Context: an optimization exercise on an open-source flow, tuned for small area. The choices shown serve that exercise and are no tape-out recipe. Only simulation tests tie the RTL to the original design; equivalence was not proved. Power is estimated from default activity; no workload was simulated.

Design pcpu, start of the top module:
module pcpu (
    input  logic        clock,
    input  logic        reset,
    input  logic        enable,
    input  logic        start,
    input  logic [15:0] i_datain,
    output logic [7:0]  i_addr,
    input  logic [15:0] d_datain,
    output logic [7:0]  d_addr,
    output logic [15:0] d_dataout,
    output logic        d_we,
    input  logic [3:0]  select_y,
    output logic [15:0] y
);
Size: about 710 cells after synthesis, ~160 flip-flops, about 89 I/O pins, about 0.0064 sq mm of cells after synthesis.
export LEC_CHECK = 0
export CAP_MARGIN = 5
export CORE_MARGIN = 2
export CORE_UTILIZATION = 65
export GPL_TIMING_DRIVEN = 0
export SLEW_MARGIN = 5
export SYNTH_HIERARCHICAL = 1
export SYNTH_MINIMUM_KEEP_SIZE = 0
create_clock -name core_clock -period 10.0 [get_ports {clock}]
standard.sh (not shown) runs the stock make flow with config.mk's settings and CLKGATE_MAP_FILE= SYNTH_SCRIPT=/design/flow/synth_recipe.tcl, a recipe that flattens the netlist after the stock synthesis.
==> flow/flow/run.sh <==
#!/bin/bash
# Layout flow: the standard flow (standard.sh) with changes that only
# affect which cells implement the logic:
#  - synthesis maps the logic with an area-oriented ABC script (area.abc:
#    a 30-second &deepsyn restructuring, then area mapping with amap) and
#    leaves full adders to ABC (no ADDER_MAP_FILE step); everything else in
#    synthesis, registers included, is the standard flow's own
#  - the port buffers are buf_1 cells
#  - clock tree synthesis uses small clock buffers and no dummy loads
# Each tool's output goes to a log file of its own in this folder.
set -euo pipefail
W=$(pwd)
F=$W/flow

# Synthesis script: the standard flow's, with ABC's mapping script replaced
first=$(head -n 1 synth_recipe.tcl)
if [[ "$first" != 'proc synth {args} { yosys synth -nofsm -noshare {*}$args }' ]]; then
  echo "unexpected synth_recipe.tcl first line: $first" >&2
  exit 1
fi
{
  echo 'proc synth {args} {'
  echo '  uplevel #0 { set abc_args [list -script $::env(AREA_ABC_SCRIPT) {*}$lib_args {*}$lib_dont_use_args -constr $::env(OBJECTS_DIR)/abc.constr] }'
  echo '  yosys synth -nofsm -noshare {*}$args'
  echo '}'
  tail -n +2 synth_recipe.tcl
} > area_synth.tcl

# standard.sh with the synthesis script replaced and no adder mapping step
sed "s#SYNTH_SCRIPT=[^ ]*#SYNTH_SCRIPT=$W/area_synth.tcl ADDER_MAP_FILE=#" standard.sh > area_standard.sh
grep -q "SYNTH_SCRIPT=$W/area_synth.tcl ADDER_MAP_FILE=" area_standard.sh

export AREA_ABC_SCRIPT=$F/area.abc
export BUFFER_PORTS_ARGS="-buffer_cell sky130_fd_sc_hd__buf_1"
export CTS_ARGS="-sink_clustering_enable -repair_clock_nets -dont_use_dummy_load -buf_list {sky130_fd_sc_hd__clkbuf_2 sky130_fd_sc_hd__clkbuf_4 sky130_fd_sc_hd__clkbuf_8}"

bash area_standard.sh finish > $W/flow_make.log 2>&1
test -f $W/out/final.def
==> flow/flow/area.abc <==
strash
&get -n
&deepsyn -T 30
&put
dch -f
amap
strash
dch
amap
topo
stime -c
==> next run, changes <==
--- a/flow/design.v
+++ b/flow/design.v
@@ -118,30 +118,35 @@
     end
     for (genvar j = 0; j < 7; j++)
     begin : g_flat
         assign ring_flat[16 * j +: 16] = ring[j];
     end
     read_port u_read_port (.slots(ring_flat), .sel_oh(slot_oh), .rd(rd));
     logic [7:0] a8, b8, sum8;
     logic       cout;
     assign a8 = aq;
     always_ff @(posedge clock)
         aq <= (lo || hi) ? rd[15:8] : rd[7:0];
-    logic [3:0] b_sel;
-    logic       b_t;
-    assign b_t      = is_rr || is_shift;
-    assign b_sel[0] = b_t && !hi;
-    assign b_sel[1] = b_t && hi;
-    assign b_sel[2] = !b_t && !hi && is_ldst;
-    assign b_sel[3] = !b_t && (hi ? is_ldih : !(is_ldst || is_ldih));
-    b_operand u_b_operand (.t(t), .imm8(imm8), .sel(b_sel), .y(b8));
+    always_comb
+    begin
+        if (is_rr || is_shift)
+            b8 = hi ? t[15:8] : t[7:0];
+        else if (hi)
+            b8 = is_ldih ? imm8 : 8'h00;
+        else if (is_ldst)
+            b8 = {4'h0, imm4};
+        else if (is_ldih)
+            b8 = 8'h00;
+        else
+            b8 = imm8;
+    end
     alu8 u_alu8 (.a(a8), .b(b8), .sub(is_sub), .cin(hi ? c8 : is_sub), .logic_op(is_logic),
                  .op_and(op_and), .op_or(op_or), .y(sum8), .cout(cout));
     logic [15:0] res;
     logic        writes, aligned, ready, wr;
     logic [3:0]  wsum;
     assign res = {sum8, t[7:0]};
     assign writes  = (is_load || is_shift || is_ldih || (is_arith && !is_cmp)) && (f1 != 3'd0);
     assign wsum    = {1'b0, f1} + {1'b0, ph};
     assign aligned = (wsum == 4'd6) || (wsum == 4'd13);
     assign ready   = !writes || aligned;
     assign wr      = clr || (run && hi && writes && aligned);
@@ -362,22 +367,11 @@
     input  logic [6:0]  sel,
     output logic [15:0] y
 );
     assign y = ({16{sel[0]}} & rd)
              | ({16{sel[1]}} & (t << 4))
              | ({16{sel[2]}} & (t >> 4))
              | ({16{sel[3]}} & (t << 1))
              | ({16{sel[4]}} & (t >> 1))
              | ({16{sel[5]}} & {t[15:8], sum8})
              | ({16{sel[6]}} & t);
 endmodule
-module b_operand (
-    input  logic [15:0] t,
-    input  logic [7:0]  imm8,
-    input  logic [3:0]  sel,
-    output logic [7:0]  y
-);
-    assign y = ({8{sel[0]}} & t[7:0])
-             | ({8{sel[1]}} & t[15:8])
-             | ({8{sel[2]}} & {4'h0, imm8[3:0]})
-             | ({8{sel[3]}} & imm8);
-endmodule
=> The changed run ran to the end with no violations; first-iteration DRC count came out lower by 3.7%; cell count rose by 2.0%; synthesized cell count rises by 2.1%; area after synthesis increases by 0.45%; count of clock-buffer cells in the layout does not change; power rises by 3.5%; setup slack is better by 0.14 ns; wire length shrinks by 0.54%; via count came out higher by 0.49%; global-route usage is lower by 1.1 points.


v3:
pcpu, a different RTL version from the one above (not shown whole).
Size: roughly 730 cells after synthesis, roughly 160 flip-flops, ~0.0065 mm² of cells after synthesis.
clock: 10.0 ns
lec_check: 0
cap_margin: 5
core_margin: 2
core_utilization: 65
gpl_timing_driven: 0
slew_margin: 5
synth_hierarchical: 1
synth_minimum_keep_size: 0
Scripts as last shown in full above: flow/flow/run.sh, flow/flow/area.abc
Modified inputs, v15 compared to v3
diff --git a/flow/design.v b/flow/design.v
--- a/flow/design.v
+++ b/flow/design.v
@@ -134,35 +134,33 @@
             b8 = is_ldih ? imm8 : 8'h00;
         else if (is_ldst)
             b8 = {4'h0, imm4};
         else if (is_ldih)
             b8 = 8'h00;
         else
             b8 = imm8;
     end
     alu8 u_alu8 (.a(a8), .b(b8), .sub(is_sub), .cin(hi ? c8 : is_sub), .logic_op(is_logic),
                  .op_and(op_and), .op_or(op_or), .y(sum8), .cout(cout));
-    logic [15:0] res;
+    logic [15:0] res, wd;
     logic        writes, aligned, ready, wr;
     logic [3:0]  wsum;
     assign res = {sum8, t[7:0]};
+    assign wd  = clr ? 16'h0000 : (is_load ? d_datain : res);
     assign writes  = (is_load || is_shift || is_ldih || (is_arith && !is_cmp)) && (f1 != 3'd0);
     assign wsum    = {1'b0, f1} + {1'b0, ph};
     assign aligned = (wsum == 4'd6) || (wsum == 4'd13);
     assign ready   = !writes || aligned;
     assign wr      = clr || (run && hi && writes && aligned);
-    logic [15:0] ring_in;
-    ring_input u_ring_input (.keep(ring[6]), .load_data(d_datain), .result(res),
-                             .wr(wr), .clr(clr), .is_load(is_load), .y(ring_in));
     always_ff @(posedge clock)
     begin
-        ring[0] <= ring_in;
+        ring[0] <= wr ? wd : ring[6];
         for (int j = 1; j < 7; j++)
             ring[j] <= ring[j - 1];
     end
     always_ff @(posedge clock)
     begin
         case (st)
             S_READ:  t <= rd;
             S_SH4:   t <= op[0] ? (t >> 4) : (t << 4);
             S_SH1:   t <= op[0] ? (t >> 1) : (t << 1);
             S_LO:    t[7:0] <= sum8;
@@ -330,31 +328,10 @@
     assign c[0] = cin;
     for (genvar i = 0; i < 8; i++)
     begin : g_bit
         assign c[i + 1] = g[i] | (c[i] & p[i]);
         assign y[i]     = !logic_op ? (p[i] ^ c[i]) :
                           op_and    ? g[i] :
                           op_or     ? (p[i] | g[i]) : p[i];
     end
     assign cout = c[8];
 endmodule
-module ring_input (
-    input  logic [15:0] keep,
-    input  logic [15:0] load_data,
-    input  logic [15:0] result,
-    input  logic        wr,
-    input  logic        clr,
-    input  logic        is_load,
-    output logic [15:0] y
-);
-    always_comb
-    begin
-        if (!wr)
-            y = keep;
-        else if (clr)
-            y = '0;
-        else if (is_load)
-            y = load_data;
-        else
-            y = result;
-    end
-endmodule
[summary]
Reported for v15 and v3, number of H-tree levels turned out identical to the last digit. Summary of v15 over v3: critical path depth up 1, combinational share of power lost 11 points. Global-route usage, v15 and v3: larger value in v3. The synthesis-to-layout area growth number comes out higher for v3 vs v15. In the reports for v15 and v3, the smaller count of multi-input gates belongs to v3. For total power, dividing the value from v3 by the value from v15 gives 1.6. Diff v3 -> v15: non-clock buffer instance count of the final layout went down by 2; maximum achievable frequency shows no meaningful change; fraction of the mapped netlist area in compound gates decreased by 2.2 points relative to the old numbers. In the tables for v15 and v3, worst setup slack after layout reads lower with v3.

[port drivers added, routing unchanged]
The flow's constraints put no driver on any port. The routed layouts listed below were extracted and timed again, unchanged, in two steps. Step 1 sets driving cells, clkbuf_16 on the clock port and buf_2 on the other inputs (assumed; they add their load-dependent delay and slew). Step 2 adds t to the input delays and takes it off the output delays; t is the mean of the earliest and latest rising clock arrival at the registers after step 1. Input paths then give back, and output paths get back, about the clock's delay inside the block. a / b / c = ideal ports / drivers / drivers and shift; a / b = the first two.
| run | t, ns | slack for setup (ns) | hold WS [ns] | clock arrival spread, ns | slew at the worst register clock pin (ns) |
|---|---|---|---|---|---|
| the first run of note 1 | 0.471 | 0.401 / 0.378 / 0.378 | 0.326 / 0.326 / 0.326 | 0.034 / 0.034 | 0.09 / 0.09 |
| the second run of note 1 | 0.483 | 0.536 / 0.508 / 0.508 | 0.329 / 0.329 / 0.329 | 0.027 / 0.027 | 0.09 / 0.09 |
| v3 | 0.485 | 0.476 / 0.453 / 0.453 | 0.342 / 0.342 / 0.342 | 0.033 / 0.033 | 0.09 / 0.09 |
| v15 | 0.481 | 0.500 / 0.478 / 0.478 | 0.330 / 0.330 / 0.330 | 0.029 / 0.029 | 0.09 / 0.09 |
After both steps every run listed still meets setup and hold. For the second run of note 1, which loses most, drivers alone change the setup slack by -0.028 ns; drivers and shift together by -0.028 ns.
